From an optimization exercise on the open Yosys and OpenROAD flow, aimed at small area, a short achievable clock period and few clock cycles per item; shortcuts taken in it are not production practice. Only simulation tests tie the RTL to the original design; equivalence was not proved. Power and IR drop assume default switching activity.

--- design.v ---
`default_nettype none
package pptbl_pkg;
   localparam int OPCODE_W   = 1;
   localparam int IN_SLOT_W  = 6;
   localparam int PAYLOAD_W  = 16;
   localparam int CHAN_W     = 8;
   localparam int STAMP_W    = 32;
   localparam int LEVEL_W    = 26;
   localparam int RATE_W     = 16;
   localparam int STATUS_W   = 2;
   localparam int COST_W     = PAYLOAD_W + 1;
   localparam int CSR_IDX_W  = 2;
   localparam int CSR_DATA_W = LEVEL_W;
   localparam int PLAYER_SLOTS = 64;
   localparam logic [STATUS_W-1:0] STATUS_OK          = 2'd0;
   localparam logic [STATUS_W-1:0] STATUS_BAD_CHANNEL = 2'd1;
   localparam logic [STATUS_W-1:0] STATUS_TOO_LARGE   = 2'd2;
   localparam logic [STATUS_W-1:0] STATUS_RATE_LIMIT  = 2'd3;
   localparam logic [CSR_IDX_W-1:0] REG_BURST_CAPACITY = 2'd0;
   localparam logic [CSR_IDX_W-1:0] REG_REFILL_RATE    = 2'd1;
   localparam logic [CSR_IDX_W-1:0] REG_MAX_PAYLOAD    = 2'd2;
   localparam logic [CSR_IDX_W-1:0] REG_MAX_CHANNEL    = 2'd3;
   localparam logic [LEVEL_W-1:0]   RST_BURST_CAPACITY = LEVEL_W'(32768);
   localparam logic [RATE_W-1:0]    RST_REFILL_RATE    = RATE_W'(10);
   localparam logic [PAYLOAD_W-1:0] RST_MAX_PAYLOAD    = PAYLOAD_W'(4096);
   localparam logic [CHAN_W-1:0]    RST_MAX_CHANNEL    = CHAN_W'(64);
endpackage
`default_nettype wire
`default_nettype none
module pptbl_table #(
   parameter int SLOTS = 64,
   parameter int SW    = 6
) (
   input  wire              clock,
   input  wire              reset,
   input  wire  [SLOTS-1:0] sel,
   output logic             rd_valid,
   output logic [31:0]      rd_stamp,
   output logic [25:0]      rd_level,
   input  wire              set_en,      
   input  wire              clr_en,      
   input  wire  [31:0]      wr_stamp,
   input  wire              lv_en,
   input  wire  [SW-1:0]    lv_addr,
   input  wire  [25:0]      lv_data
);
   logic [SLOTS-1:0] valid_q;
   logic [31:0]      stamp_q [SLOTS];
   logic [25:0]      level_q [SLOTS];
   always_comb begin
      rd_valid = 1'b0;
      rd_stamp = '0;
      rd_level = '0;
      for (int i = 0; i < SLOTS; i++) begin
         rd_valid = rd_valid | (valid_q[i] & sel[i]);
         rd_stamp = rd_stamp | (stamp_q[i] & {32{sel[i]}});
         rd_level = rd_level | (level_q[i] & {26{sel[i]}});
      end
   end
   always_ff @(posedge clock) begin
      for (int i = 0; i < SLOTS; i++) begin
         if (reset)
            valid_q[i] <= 1'b0;
         else if (sel[i] && (set_en || clr_en))
            valid_q[i] <= set_en;
      end
   end
   always_ff @(posedge clock) begin
      for (int i = 0; i < SLOTS; i++) begin
         if (sel[i] && set_en)
            stamp_q[i] <= wr_stamp;
         if (lv_en && lv_addr == SW'(i))
            level_q[i] <= lv_data;
      end
   end
endmodule
`default_nettype wire
`default_nettype none
module pptbl_mul_a (
   input  wire  [25:0] e,
   input  wire         ehi,       
   input  wire         ez,        
   input  wire  [15:0] rate,
   output wire  [26:0] r0,
   output wire  [26:0] r1,
   output wire  [26:0] r2,
   output wire         ovf
);
   wire [25:0] em = e & {26{!ez}};
   wire [26:0] pp0 = {1'b0, 26'(em << 0) & {26{rate[0]}}};
   wire [26:0] pp1 = {1'b0, 26'(em << 1) & {26{rate[1]}}};
   wire [26:0] pp2 = {1'b0, 26'(em << 2) & {26{rate[2]}}};
   wire [26:0] pp3 = {1'b0, 26'(em << 3) & {26{rate[3]}}};
   wire [26:0] pp4 = {1'b0, 26'(em << 4) & {26{rate[4]}}};
   wire [26:0] pp5 = {1'b0, 26'(em << 5) & {26{rate[5]}}};
   wire [26:0] pp6 = {1'b0, 26'(em << 6) & {26{rate[6]}}};
   wire [26:0] pp7 = {1'b0, 26'(em << 7) & {26{rate[7]}}};
   wire [26:0] pp8 = {1'b0, 26'(em << 8) & {26{rate[8]}}};
   wire [26:0] pp9 = {1'b0, 26'(em << 9) & {26{rate[9]}}};
   wire [26:0] pp10 = {1'b0, 26'(em << 10) & {26{rate[10]}}};
   wire [26:0] pp11 = {1'b0, 26'(em << 11) & {26{rate[11]}}};
   wire [26:0] pp12 = {1'b0, 26'(em << 12) & {26{rate[12]}}};
   wire [26:0] pp13 = {1'b0, 26'(em << 13) & {26{rate[13]}}};
   wire [26:0] pp14 = {1'b0, 26'(em << 14) & {26{rate[14]}}};
   wire [26:0] pp15 = {1'b0, 26'(em << 15) & {26{rate[15]}}};
   assign ovf = (ehi & !ez & (|rate)) |
                (rate[1] & (|em[25:25])) |
                (rate[2] & (|em[25:24])) |
                (rate[3] & (|em[25:23])) |
                (rate[4] & (|em[25:22])) |
                (rate[5] & (|em[25:21])) |
                (rate[6] & (|em[25:20])) |
                (rate[7] & (|em[25:19])) |
                (rate[8] & (|em[25:18])) |
                (rate[9] & (|em[25:17])) |
                (rate[10] & (|em[25:16])) |
                (rate[11] & (|em[25:15])) |
                (rate[12] & (|em[25:14])) |
                (rate[13] & (|em[25:13])) |
                (rate[14] & (|em[25:12])) |
                (rate[15] & (|em[25:11]));
   wire [26:0] s0_0 = pp0 ^ pp1 ^ pp2;
   wire [26:0] m0_0 = (pp0 & pp1) | (pp0 & pp2) | (pp1 & pp2);
   wire [26:0] c0_0 = {m0_0[25:0], 1'b0};
   wire [26:0] s0_1 = pp3 ^ pp4 ^ pp5;
   wire [26:0] m0_1 = (pp3 & pp4) | (pp3 & pp5) | (pp4 & pp5);
   wire [26:0] c0_1 = {m0_1[25:0], 1'b0};
   wire [26:0] s0_2 = pp6 ^ pp7 ^ pp8;
   wire [26:0] m0_2 = (pp6 & pp7) | (pp6 & pp8) | (pp7 & pp8);
   wire [26:0] c0_2 = {m0_2[25:0], 1'b0};
   wire [26:0] s0_3 = pp9 ^ pp10 ^ pp11;
   wire [26:0] m0_3 = (pp9 & pp10) | (pp9 & pp11) | (pp10 & pp11);
   wire [26:0] c0_3 = {m0_3[25:0], 1'b0};
   wire [26:0] s0_4 = pp12 ^ pp13 ^ pp14;
   wire [26:0] m0_4 = (pp12 & pp13) | (pp12 & pp14) | (pp13 & pp14);
   wire [26:0] c0_4 = {m0_4[25:0], 1'b0};
   wire [26:0] s1_0 = s0_0 ^ c0_0 ^ s0_1;
   wire [26:0] m1_0 = (s0_0 & c0_0) | (s0_0 & s0_1) | (c0_0 & s0_1);
   wire [26:0] c1_0 = {m1_0[25:0], 1'b0};
   wire [26:0] s1_1 = c0_1 ^ s0_2 ^ c0_2;
   wire [26:0] m1_1 = (c0_1 & s0_2) | (c0_1 & c0_2) | (s0_2 & c0_2);
   wire [26:0] c1_1 = {m1_1[25:0], 1'b0};
   wire [26:0] s1_2 = s0_3 ^ c0_3 ^ s0_4;
   wire [26:0] m1_2 = (s0_3 & c0_3) | (s0_3 & s0_4) | (c0_3 & s0_4);
   wire [26:0] c1_2 = {m1_2[25:0], 1'b0};
   wire [26:0] s2_0 = s1_0 ^ c1_0 ^ s1_1;
   wire [26:0] m2_0 = (s1_0 & c1_0) | (s1_0 & s1_1) | (c1_0 & s1_1);
   wire [26:0] c2_0 = {m2_0[25:0], 1'b0};
   wire [26:0] s2_1 = c1_1 ^ s1_2 ^ c1_2;
   wire [26:0] m2_1 = (c1_1 & s1_2) | (c1_1 & c1_2) | (s1_2 & c1_2);
   wire [26:0] c2_1 = {m2_1[25:0], 1'b0};
   wire [26:0] s3_0 = s2_0 ^ c2_0 ^ s2_1;
   wire [26:0] m3_0 = (s2_0 & c2_0) | (s2_0 & s2_1) | (c2_0 & s2_1);
   wire [26:0] c3_0 = {m3_0[25:0], 1'b0};
   wire [26:0] s3_1 = c2_1 ^ c0_4 ^ pp15;
   wire [26:0] m3_1 = (c2_1 & c0_4) | (c2_1 & pp15) | (c0_4 & pp15);
   wire [26:0] c3_1 = {m3_1[25:0], 1'b0};
   wire [26:0] s4_0 = s3_0 ^ c3_0 ^ s3_1;
   wire [26:0] m4_0 = (s3_0 & c3_0) | (s3_0 & s3_1) | (c3_0 & s3_1);
   wire [26:0] c4_0 = {m4_0[25:0], 1'b0};
   assign r0 = s4_0;
   assign r1 = c4_0;
   assign r2 = c3_1;
endmodule
module pptbl_mul_b (
   input  wire  [26:0] r0,
   input  wire  [26:0] r1,
   input  wire  [26:0] r2,
   input  wire         ovf_in,
   input  wire  [25:0] cap,
   input  wire  [16:0] cost,
   output wire  [25:0] p,
   output wire  [26:0] ks,
   output wire  [26:0] kc,
   output wire         ovf
);
   wire [26:0] s0 = r0 ^ r1 ^ r2;
   wire [26:0] m0 = (r0 & r1) | (r0 & r2) | (r1 & r2);
   wire [26:0] c0 = {m0[25:0], 1'b0};
   wire [26:0] ncap  = {1'b1, ~cap};               
   wire [26:0] ncost = ~{10'd0, cost};             
   wire [26:0] s1 = s0 ^ c0 ^ ncap;
   wire [26:0] m1 = (s0 & c0) | (s0 & ncap) | (c0 & ncap);
   wire [26:0] c1 = {m1[25:0], 1'b0};
   wire [26:0] s2 = s0 ^ c0 ^ ncost;
   wire [26:0] m2 = (s0 & c0) | (s0 & ncost) | (c0 & ncost);
   wire [26:0] c2 = {m2[25:0], 1'b1};              
   wire [26:0] sum = s0 + c0;
   assign p   = sum[25:0];
   assign ovf = ovf_in | sum[26];
   assign ks  = s1 + c1;
   assign kc  = s2 + c2;
endmodule
module pptbl_charge (
   input  wire  [25:0] level,
   input  wire  [25:0] p,
   input  wire  [26:0] ks,
   input  wire  [26:0] kc,
   input  wire  [26:0] cmc,
   input  wire         force_sat,
   input  wire         no_sat,
   input  wire  [25:0] cap,
   output logic        limited,
   output logic [25:0] after
);
   wire [25:0] a  = level + p;
   wire [27:0] x2 = {2'b00, level} + {kc[26], kc};
   wire [27:0] x3 = {2'b00, level} + {ks[26], ks};
   wire        sat = force_sat || (!no_sat && !x3[27]);
   always_comb begin
      if (sat) begin
         limited = cmc[26];
         after   = cmc[26] ? cap : cmc[25:0];
      end else begin
         limited = x2[27];
         after   = x2[27] ? a : x2[25:0];
      end
   end
endmodule
`default_nettype wire
`default_nettype none
module per_player_token_bucket_limiter (
   input  wire                                clock,
   input  wire                                reset,
   input  wire                                req_valid,
   output wire                                req_ready,
   input  wire  [pptbl_pkg::OPCODE_W-1:0]     req_opcode,
   input  wire  [pptbl_pkg::IN_SLOT_W-1:0]    req_player_slot,
   input  wire  [pptbl_pkg::PAYLOAD_W-1:0]    req_payload_bytes,
   input  wire  [pptbl_pkg::CHAN_W-1:0]       req_channel_length,
   input  wire  [pptbl_pkg::STAMP_W-1:0]      req_now_ms,
   output wire                                rsp_valid,
   input  wire                                rsp_ready,
   output wire                                rsp_accepted,
   output wire  [pptbl_pkg::STATUS_W-1:0]     rsp_status,
   output wire  [pptbl_pkg::LEVEL_W-1:0]      rsp_tokens_left,
   input  wire                                csr_wr_en,
   input  wire  [pptbl_pkg::CSR_IDX_W-1:0]    csr_index,
   input  wire  [pptbl_pkg::CSR_DATA_W-1:0]   csr_wr_data
);
   localparam int SLOTS = pptbl_pkg::PLAYER_SLOTS;
   localparam int SW    = 6;
   localparam int QN    = 7;
   localparam int QW    = 3;
   logic [25:0] cap_q;
   logic [15:0] rate_q;
   logic [15:0] maxpay_q;
   logic [7:0]  maxch_q;
   always_ff @(posedge clock) begin
      if (reset) begin
         cap_q    <= pptbl_pkg::RST_BURST_CAPACITY;
         rate_q   <= pptbl_pkg::RST_REFILL_RATE;
         maxpay_q <= pptbl_pkg::RST_MAX_PAYLOAD;
         maxch_q  <= pptbl_pkg::RST_MAX_CHANNEL;
      end else if (csr_wr_en) begin
         case (csr_index)
            pptbl_pkg::REG_BURST_CAPACITY: cap_q    <= csr_wr_data;
            pptbl_pkg::REG_REFILL_RATE:    rate_q   <= csr_wr_data[15:0];
            pptbl_pkg::REG_MAX_PAYLOAD:    maxpay_q <= csr_wr_data[15:0];
            default:                       maxch_q  <= csr_wr_data[7:0];
         endcase
      end
   end
   logic             rdy_q;
   logic             r0_msg, r0_upd, r0_rem, r0_bad, r0_big;
   logic [SW-1:0]    r0_slot;
   logic [SLOTS-1:0] r0_sel;
   logic [16:0]      r0_cost;
   logic [31:0]      r0_now;
   logic        in_take, in_bad, in_big;
   logic        wr_pay, wr_ch;
   assign wr_pay  = csr_wr_en && csr_index == pptbl_pkg::REG_MAX_PAYLOAD;
   assign wr_ch   = csr_wr_en && csr_index == pptbl_pkg::REG_MAX_CHANNEL;
   assign in_take = !reset && req_valid && rdy_q;
   assign in_bad  = (req_channel_length == 8'd0) ||
                    (wr_ch ? (req_channel_length > csr_wr_data[7:0])
                           : (req_channel_length > maxch_q));
   assign in_big  = wr_pay ? (req_payload_bytes > csr_wr_data[15:0])
                           : (req_payload_bytes > maxpay_q);
   always_ff @(posedge clock) begin
      r0_msg  <= in_take && !req_opcode;
      r0_upd  <= in_take && !req_opcode && !in_bad && !in_big;
      r0_rem  <= in_take && req_opcode;
      r0_bad  <= in_bad;
      r0_big  <= in_big;
      r0_slot <= req_player_slot;
      for (int i = 0; i < SLOTS; i++)
         r0_sel[i] <= (req_player_slot == SW'(i));
      r0_cost <= 17'd1024 + {1'b0, req_payload_bytes};
      r0_now  <= req_now_ms;
   end
   logic        t_valid;
   logic [31:0] t_stamp;
   logic [25:0] t_level;
   logic [25:0] a_level;
   logic        d_upd;
   logic [SW-1:0] d_slot;
   logic [25:0] d_after;
   logic        w_upd;
   logic [SW-1:0] w_slot;
   logic [25:0] w_level;
   pptbl_table #(.SLOTS(SLOTS), .SW(SW)) u_table (
      .clock    (clock),
      .reset    (reset),
      .sel      (r0_sel),
      .rd_valid (t_valid),
      .rd_stamp (t_stamp),
      .rd_level (t_level),
      .set_en   (r0_upd),
      .clr_en   (r0_rem),
      .wr_stamp (r0_now),
      .lv_en    (w_upd),
      .lv_addr  (w_slot),
      .lv_data  (w_level)
   );
   logic a_hit;
   assign a_hit = d_upd && (d_slot == r0_slot);
   always_comb begin
      if (w_upd && w_slot == r0_slot)
         a_level = w_level;
      else
         a_level = t_level;
   end
   logic          s0_msg, s0_upd, s0_bad, s0_big, s0_vld;
   logic [SW-1:0] s0_slot;
   logic [31:0]   s0_now, s0_stamp;
   logic [25:0]   s0_level;
   logic [16:0]   s0_cost;
   always_ff @(posedge clock) begin
      s0_msg   <= !reset && r0_msg;
      s0_upd   <= !reset && r0_upd;
      s0_bad   <= r0_bad;
      s0_big   <= r0_big;
      s0_vld   <= t_valid;
      s0_slot  <= r0_slot;
      s0_now   <= r0_now;
      s0_stamp <= t_stamp;
      s0_level <= a_hit ? d_after : a_level;
      s0_cost  <= r0_cost;
   end
   logic [31:0]   e_e;
   assign e_e = s0_now - s0_stamp;
   logic          s1_msg, s1_upd, s1_bad, s1_big, s1_vld, s1_ez;
   logic [5:0]    s1_ehi;
   logic [SW-1:0] s1_slot;
   logic [25:0]   s1_e;
   logic [25:0]   s1_level;
   logic [16:0]   s1_cost;
   always_ff @(posedge clock) begin
      s1_msg   <= !reset && s0_msg;
      s1_upd   <= !reset && s0_upd;
      s1_bad   <= s0_bad;
      s1_big   <= s0_big;
      s1_vld   <= s0_vld;
      s1_ez    <= !s0_vld || (s0_now == s0_stamp);
      s1_ehi   <= e_e[31:26];
      s1_slot  <= s0_slot;
      s1_e     <= e_e[25:0];
      if (!s0_vld)
         s1_level <= s0_upd ? cap_q : 26'd0;
      else if (d_upd && d_slot == s0_slot)
         s1_level <= d_after;
      else
         s1_level <= s0_level;
      s1_cost  <= s0_cost;
   end
   logic [26:0] b_r0, b_r1, b_r2;
   logic        b_ovf;
   pptbl_mul_a u_mul_a (
      .e    (s1_e),
      .ehi  (|s1_ehi),
      .ez   (s1_ez),
      .rate (rate_q),
      .r0   (b_r0),
      .r1   (b_r1),
      .r2   (b_r2),
      .ovf  (b_ovf)
   );
   logic          s2_msg, s2_upd, s2_bad, s2_big, s2_vld, s2_ez, s2_ovf;
   logic [SW-1:0] s2_slot;
   logic [26:0]   s2_r0, s2_r1, s2_r2;
   logic [25:0]   s2_level;
   logic [16:0]   s2_cost;
   always_ff @(posedge clock) begin
      s2_msg   <= !reset && s1_msg;
      s2_upd   <= !reset && s1_upd;
      s2_bad   <= s1_bad;
      s2_big   <= s1_big;
      s2_vld   <= s1_vld;
      s2_ez    <= s1_ez;
      s2_ovf   <= b_ovf;
      s2_slot  <= s1_slot;
      s2_r0    <= b_r0;
      s2_r1    <= b_r1;
      s2_r2    <= b_r2;
      s2_level <= (s1_vld && d_upd && d_slot == s1_slot) ? d_after : s1_level;
      s2_cost  <= s1_cost;
   end
   logic [25:0] c_p;
   logic [26:0] c_ks, c_kc;
   logic        c_ovf;
   pptbl_mul_b u_mul_b (
      .r0     (s2_r0),
      .r1     (s2_r1),
      .r2     (s2_r2),
      .ovf_in (s2_ovf),
      .cap    (cap_q),
      .cost   (s2_cost),
      .p      (c_p),
      .ks     (c_ks),
      .kc     (c_kc),
      .ovf    (c_ovf)
   );
   logic          s3_msg, s3_upd, s3_bad, s3_big, s3_fsat, s3_nsat;
   logic [SW-1:0] s3_slot;
   logic [25:0]   s3_p;
   logic [26:0]   s3_ks, s3_kc, s3_cmc;
   logic [25:0]   s3_level;
   always_ff @(posedge clock) begin
      s3_msg   <= !reset && s2_msg;
      s3_upd   <= !reset && s2_upd;
      s3_bad   <= s2_bad;
      s3_big   <= s2_big;
      s3_fsat  <= !s2_ez && c_ovf;
      s3_nsat  <= s2_ez;
      s3_slot  <= s2_slot;
      s3_p     <= c_p;
      s3_ks    <= c_ks;
      s3_kc    <= c_kc;
      s3_cmc   <= {1'b0, cap_q} - {10'd0, s2_cost};
      s3_level <= (s2_vld && d_upd && d_slot == s2_slot) ? d_after : s2_level;
   end
   logic        d_limited;
   pptbl_charge u_charge (
      .level     (s3_level),
      .p         (s3_p),
      .ks        (s3_ks),
      .kc        (s3_kc),
      .cmc       (s3_cmc),
      .force_sat (s3_fsat),
      .no_sat    (s3_nsat),
      .cap       (cap_q),
      .limited   (d_limited),
      .after     (d_after)
   );
   assign d_upd  = s3_upd;
   assign d_slot = s3_slot;
   logic [1:0]  v_st;
   logic [25:0] v_tok;
   always_comb begin
      v_tok = (s3_bad || s3_big) ? s3_level : d_after;
      if (s3_bad)
         v_st = pptbl_pkg::STATUS_BAD_CHANNEL;
      else if (s3_big)
         v_st = pptbl_pkg::STATUS_TOO_LARGE;
      else if (d_limited)
         v_st = pptbl_pkg::STATUS_RATE_LIMIT;
      else
         v_st = pptbl_pkg::STATUS_OK;
   end
   always_ff @(posedge clock) begin
      w_upd   <= !reset && d_upd;
      w_slot  <= d_slot;
      w_level <= d_after;
   end
   logic          o_v;
   logic [28:0]   o_data;
   logic [27:0]   q_data [QN];      
   logic [27:0]   o_next;
   logic [QW-1:0] q_rd, q_wr, q_rd_next;
   logic [QW:0]   q_cnt, q_left;
   logic          v_in, deq;
   logic [27:0]   v_word;
   assign v_in      = s3_msg;
   assign v_word    = {v_st, v_tok};
   assign deq       = o_v && rsp_ready;
   assign q_left    = q_cnt - (QW+1)'(deq);
   assign o_next    = (q_left != '0) ? q_data[q_rd_next] : v_word;
   assign q_rd_next = !deq ? q_rd : (q_rd == QW'(QN - 1)) ? '0 : q_rd + 1'b1;
   always_ff @(posedge clock) begin
      if (reset) begin
         o_v   <= 1'b0;
         q_rd  <= '0;
         q_wr  <= '0;
         q_cnt <= '0;
      end else begin
         q_cnt <= q_left + (QW+1)'(v_in);
         o_v   <= (q_left != '0) || v_in;
         q_rd  <= q_rd_next;
         if (v_in)
            q_wr <= (q_wr == QW'(QN - 1)) ? '0 : q_wr + 1'b1;
      end
   end
   always_ff @(posedge clock) begin
      o_data <= {o_next[27:26] == pptbl_pkg::STATUS_OK, o_next};
      for (int i = 0; i < QN; i++)
         if (v_in && q_wr == QW'(i))
            q_data[i] <= v_word;
   end
   logic       take_msg;
   logic [3:0] cnt_q, cnt_next;
   assign take_msg = req_valid && rdy_q && !req_opcode;
   assign cnt_next = cnt_q + {3'd0, take_msg} - {3'd0, deq};
   always_ff @(posedge clock) begin
      if (reset) begin
         cnt_q <= '0;
         rdy_q <= 1'b1;
      end else begin
         cnt_q <= cnt_next;
         rdy_q <= (cnt_next < 4'(QN));
      end
   end
   assign req_ready       = rdy_q;
   assign rsp_valid       = o_v;
   assign rsp_accepted    = o_data[28];
   assign rsp_status      = o_data[27:26];
   assign rsp_tokens_left = o_data[25:0];
endmodule
`default_nettype wire
--- flow/run.sh ---
#!/bin/bash
# The standard layout (standard.sh: ORFS with the standard synthesis,
# unchanged), with these differences in how the layout is made:
#  - ports are buffered with buf_4 instead of the slow delay-buffer cell that
#    buffer_ports picks by default (every port still gets its own buffer);
#  - the clock tree uses larger sink clusters (fewer leaf buffers);
set -euo pipefail
bash standard.sh \
  SETUP_SLACK_MARGIN=11.25 \
  "BUFFER_PORTS_ARGS=-buffer_cell sky130_fd_sc_hd__buf_4" \
  CTS_CLUSTER_SIZE=24 CTS_CLUSTER_DIAMETER=100 \
  PLACE_DENSITY=0.55 \
  PRE_GLOBAL_ROUTE_TCL=$PWD/flow/grt_adj.tcl \
  finish > orfs_flow.log 2>&1
--- flow/grt_adj.tcl ---
# Global routing: leave more of met1/met2 to pin access and the detailed
# router, so that more of the wiring goes to met3/met4.
set_global_routing_layer_adjustment met1 0.5
set_global_routing_layer_adjustment met2 0.4
set_global_routing_layer_adjustment met3 0.2
set_global_routing_layer_adjustment met4 0.2
set_global_routing_layer_adjustment met5 0.2
--- standard.sh ---
#!/bin/bash
# synth_recipe.tcl (not shown) runs the flow's synth.tcl, then flattens the netlist and writes it again
# the make line also repeats each setting of config.mk as NAME=value (left out here)
make -C /OpenROAD-flow-scripts/flow DESIGN_CONFIG=/design/flow/config.mk WORK_HOME=/design/flow/orfs CLKGATE_MAP_FILE= SYNTH_SCRIPT=/design/flow/synth_recipe.tcl "${@:-finish}"
--- config.mk ---
export PLATFORM = sky130hd
export DESIGN_NAME = per_player_token_bucket_limiter
export DESIGN_NICKNAME = per_player_token_bucket_limiter
export VERILOG_FILES = /design/flow/design.v
export SDC_FILE = /design/flow/constraint.sdc
export NUM_CORES = 4
export LEC_CHECK = 0
export CAP_MARGIN = 20
export CORE_MARGIN = 2
export CORE_UTILIZATION = 48
export SLEW_MARGIN = 20
--- constraint.sdc ---
create_clock -name core_clock -period 16.0 [get_ports {clock}]
set_input_delay 3.2000 -clock core_clock [delete_from_list [all_inputs] [get_ports {clock}]]
set_output_delay 3.2000 -clock core_clock [all_outputs]
set_load 0.01 [all_outputs]
==> flow_summary.json <==
{
  "sum_of_met2_wire_segment_lengths_after_detailed_routing_um": 300000,
  "fp.dieH_um": 619,
  "place.detailed.hpwl_um": 429000,
  "cp.arrival_ns": 1.53,
  "tightestPinTransition_ns": 1.35,
  "cts-root-to-sink-buffers": 4,
  "synthDominantCellAreaShare_pct": 64.7,
  "globalRouteOverflowTotal": 0,
  "postSynth.asyncResetShare_pct": 0,
  "htreeDepth": 4,
  "min_delay_path_depth": 0,
  "worst_path_dominant_cell_family": "flip-flops",
  "achievable-frequency_ghz": 0.211,
  "worstPathCellList": "buf_6",
  "synthesis.instances": 11329,
  "detailedPlace.worstSlack_ns": 9.94,
  "ys_dominant_reg_cell": "sky130_fd_sc_hd__edfxtp_1",
  "r2r_setup_slack_ns": 11.57,
  "status": "no timing/DRC/antenna violations",
  "total_i_o_pin_count": 127,
  "antenna_found_initial": 87,
  "nets": 12038,
  "required_time_worst_endpoint_ns": 12.80,
  "worst_setup_path_endpoint": "rsp_tokens_left[6]",
  "detail_route.wirelength_um": 758000,
  "post_synth_num_cell_types": 98,
  "final-setup-viol-count": 0,
  "ctsRootBufferMaster": "sky130_fd_sc_hd__clkbuf_16",
  "period_share_pct": 29.6,
  "slowest_stage": "sky130_fd_sc_hd__dfxtp_4",
  "grt_pass1_vias": 116543,
  "final_max_slew_viol_count": 0,
  "postSynthRegisterBits": 4706,
  "fillCellCount": 30455,
  "synth.cell_area_um2": 181000,
  "max_cap_viol_count": 0,
  "grt_start_max_net_pins": 66,
  "die_w_um": 619,
  "clock_tree_from_tritoncts": "done",
  "drt_iter0_markers": 11756,
  "crit-reg2reg-launch": "r0_sel[54]",
  "initial_core_util_pct": 48.3,
  "setup_repair_after_global_routing_missed_its_margin": "true",
  "fin_crit_ns": 4.73,
  "placement_rows": 225,
  "worst_setup_path_start_kind": "flop",
  "yosys_warnings": 6,
  "synth.net_count": 12005,
  "cp_max_fo": 1,
  "clock_sink_count": 4706,
  "synth-edff-count": 3908,
  "endpoint_kind": "output port",
  "synth-seq-area-share_pct": 73.5,
  "route.detailed.drc": 0,
  "timing.clock.skew_ns": 0.0674,
  "vdd_ir_drop_max_mv": 0.0968,
  "timing.rr.end": "u_table.stamp_q[54][22]",
  "layout-area-overhead-vs-synth_pct": 8.70,
  "worst-path-buf-inv": 1,
  "detailroute.wirelength.met3_um": 138000,
  "slew_headroom_pct": 9.94,
  "finish.utilization_pct": 52.5,
  "layout_setup_ws_ns": 11.27,
  "place.gp.congestion": 0.914,
  "firstDrtPassIters": 6,
  "clkTransAtPathRegs_ns": 0.10,
  "avgRoutedWirePerCell_um": 45.5,
  "netlist.top_cell.by_area": "sky130_fd_sc_hd__edfxtp_1",
  "clkLatencyLatePin_ns": 1.03,
  "global_route.usage.total_pct": 48.9,
  "die-area_um2": 383000,
  "vias": 114634,
  "share_of_post_route_cells_with_drive_strength_above_1_pct": 9.76,
  "numPortBuffers": 126,
  "critical_path.startpoint": "o_data[6]",
  "highest-signal-layer": "met5",
  "core_area_um2": 376000,
  "max_stage_delay_ns": 0.38,
  "type_of_the_worst_setup_path": "flop to output port",
  "timing.reg2reg.worst_path_depth": 4,
  "final.setup.tns_ns": 0,
  "cp.depth": 1,
  "post_synth_main_area_contributors": "sky130_fd_sc_hd__edfxtp_1 65%, sky130_fd_sc_hd__dfxtp_1 8.8%, sky130_fd_sc_hd__a221oi_1 4.7%",
  "route.antenna.remaining_nets": 0,
  "final_hold_violation_count": 0,
  "grt_pass1_wl_um": 1010000,
  "leak_pwr_nw": 65.9,
  "power_density_nw_per_um2": 110,
  "syn-mean-instance-area_um2": 16.0,
  "tritoncts.num_buffers": 224,
  "worstHoldPathType": "flop to flop",
  "drt-vias-per-instance": 6.88,
  "number_of_buffers_inserted_by_hold_repair_at_cts": 0,
  "wl_met1_um": 249000
}
cell usage after synthesis, types with 7 or more instances:
| library cell | instances |
|---|---|
| sky130_fd_sc_hd__o21ai_1 | 9 |
| sky130_fd_sc_hd__nor4_1 | 11 |
| sky130_fd_sc_hd__nand2b_1 | 28 |
| sky130_fd_sc_hd__a21o_1 | 69 |
| sky130_fd_sc_hd__o211ai_1 | 13 |
| sky130_fd_sc_hd__inv_1 | 464 |
| sky130_fd_sc_hd__and3_1 | 10 |
| sky130_fd_sc_hd__clkbuf_1 | 500 |
| sky130_fd_sc_hd__a21oi_2 | 7 |
| sky130_fd_sc_hd__a221oi_1 | 966 |
| sky130_fd_sc_hd__mux2_2 | 34 |
| sky130_fd_sc_hd__ha_1 | 306 |
| sky130_fd_sc_hd__a22o_1 | 962 |
| sky130_fd_sc_hd__a222oi_1 | 20 |
| sky130_fd_sc_hd__xor2_1 | 66 |
| sky130_fd_sc_hd__o31a_1 | 7 |
| sky130_fd_sc_hd__nor2_1 | 419 |
| sky130_fd_sc_hd__fa_1 | 274 |
| sky130_fd_sc_hd__o31ai_1 | 18 |
| sky130_fd_sc_hd__a21oi_1 | 315 |
| sky130_fd_sc_hd__nand2_1 | 467 |
| sky130_fd_sc_hd__or2_2 | 11 |
| sky130_fd_sc_hd__or3_1 | 10 |
| sky130_fd_sc_hd__o22ai_1 | 11 |
| sky130_fd_sc_hd__o21bai_1 | 28 |
| sky130_fd_sc_hd__buf_2 | 7 |
| sky130_fd_sc_hd__xnor2_1 | 136 |
| sky130_fd_sc_hd__mux2i_1 | 55 |
| sky130_fd_sc_hd__nand3_1 | 62 |
| sky130_fd_sc_hd__o21a_1 | 50 |
| sky130_fd_sc_hd__a31oi_1 | 44 |
| sky130_fd_sc_hd__a21boi_0 | 17 |
| sky130_fd_sc_hd__dfxtp_1 | 798 |
| sky130_fd_sc_hd__a211oi_1 | 21 |
| sky130_fd_sc_hd__and2_1 | 311 |
| sky130_fd_sc_hd__buf_1 | 133 |
| sky130_fd_sc_hd__edfxtp_1 | 3908 |
| sky130_fd_sc_hd__nor2b_1 | 80 |
| sky130_fd_sc_hd__o21ai_0 | 175 |
| sky130_fd_sc_hd__nand4_1 | 270 |
| sky130_fd_sc_hd__or4_1 | 63 |
| sky130_fd_sc_hd__nor3_1 | 42 |
stage by stage:
step                power (mW)  hold slack (ns)  cell area, um2  std cells
floorplan                 14.5            0.310          182000      11329
global placement          15.1            0.312          190000      16119
detailed placement        15.1            0.312          190000      16121
CTS                       21.6            0.320          197000      16534
global route              22.1            0.314          197000      16578
finish                    21.6            0.318          197000      16650
power by group:
part / internal (mW) / total, mW / switching (mW)
combinational: 0.461 / 1.24 / 0.784
sequential: 13.4 / 13.7 / 0.281
clock: 2.74 / 6.73 / 3.98
cells in the final DEF, fill, tap and decap left out, types with 107 or more instances in the layout:
master	n
sky130_fd_sc_hd__edfxtp_1	3908
sky130_fd_sc_hd__a221oi_1	966
sky130_fd_sc_hd__a22o_1	962
sky130_fd_sc_hd__dfxtp_1	648
sky130_fd_sc_hd__nand2_1	467
sky130_fd_sc_hd__inv_1	462
sky130_fd_sc_hd__buf_4	408
sky130_fd_sc_hd__nor2_1	347
sky130_fd_sc_hd__a21oi_1	313
sky130_fd_sc_hd__ha_1	303
sky130_fd_sc_hd__fa_1	274
sky130_fd_sc_hd__nand4_1	270
sky130_fd_sc_hd__and2_1	247
sky130_fd_sc_hd__clkbuf_16	228
sky130_fd_sc_hd__o21ai_0	172
sky130_fd_sc_hd__clkbuf_1	163
sky130_fd_sc_hd__xnor2_1	134
sky130_fd_sc_hd__diode_2	107
flip-flops by register name (all words and copies together) (netlist names), 27 cells and up:
| register | count |
|---|---|
| q_data | 196 |
| u_table.valid_q | 64 |
| s3_ks | 27 |
| r0_now | 32 |
| s3_kc | 27 |
| r0_sel | 64 |
| o_data | 29 |
| s0_now | 32 |
| s2_r0 | 27 |
| u_table.stamp_q | 2048 |
| s0_stamp | 32 |
| u_table.level_q | 1664 |
| s3_cmc | 27 |
logic make-up (layout without fill, tap and decap cells):
kind of cell | count (synthesis) | count (layout) | synth area share (%)
fa+ha+maj | 580 | 580 | 5.13
buf+inv | 1110 | 1330 | 2.32
flops | 4706 | 4706 | 73.5
xor+xnor | 202 | 202 | 0.975
compound gates | 2828 | 2828 | 12.5
simple gates | 1813 | 1813 | 5.04
other cells | 0 | 107 | 0
mux | 90 | 90 | 0.523
metal layers:
metal / track usage, % / vias to the layer above
met4: 36.8 / 78
met1: 62.4 / 57361
met2: 66.1 / 9218
li1: - / 44716
met5: 3.88 / -
met3: 32.8 / 3261
area by class of cell:
cell class	instances	area (um2)	share of cell area, %
clock inverters	21	333	0.169
repair buffers	453	3780	1.92
flip-flops and latches	4706	134000	67.8
diodes	107	268	0.136
well taps	4994	6250	3.17
inverters	464	1750	0.890
clock buffers	392	6330	3.21
multi-input cells	5513	44700	22.7
worst min path at each step:
stage            endpoint  slack, ns        from
4_1_cts        s0_cost[7]       0.32  r0_cost[7]
2_1_floorplan      s0_bad       0.31      r0_bad
3_3_place_gp       s2_bad       0.31      s1_bad
5_1_grt        s0_cost[7]       0.31  r0_cost[7]
6_report       s0_cost[7]       0.32  r0_cost[7]
3_5_place_dp   s2_cost[3]       0.31  s1_cost[3]
timing repair:
action / CTS / global route
hold endpoints to repair: 0 / 0
setup buffers: 0 / 0
resized for setup: 41 / 17
setup endpoints to repair: 57 / 44
Testbench counts, summed over its fixed seeds: cycles 24,120, items 24,000.

## what the ideal ports hide
How much do the figures lean on ideal ports? The routed layout below was timed once more, with nothing changed but the port constraints. Step 1 sets driving cells, clkbuf_16 on the clock port and buf_2 on the other inputs (assumed; they add their load-dependent delay and slew). Step 2 adds t to the input delays and takes it off the output delays; t is the mean of the earliest and latest rising clock arrival at the registers after step 1. Input paths then give back, and output paths get back, about the clock's delay inside the block. Slacks: no drivers / after step 1 / after step 2; pairs: no drivers / after step 1.
t (ns): 1.117
setup WS [ns]: 11.271 / 11.151 / 10.407
latest minus earliest clock arrival (ns): 0.077 / 0.078
slew at the worst register clock pin (ns): 0.11 / 0.11
After both steps this run still meets setup and hold. For this run, drivers alone change the setup slack by -0.120 ns; drivers and shift together by -0.864 ns.
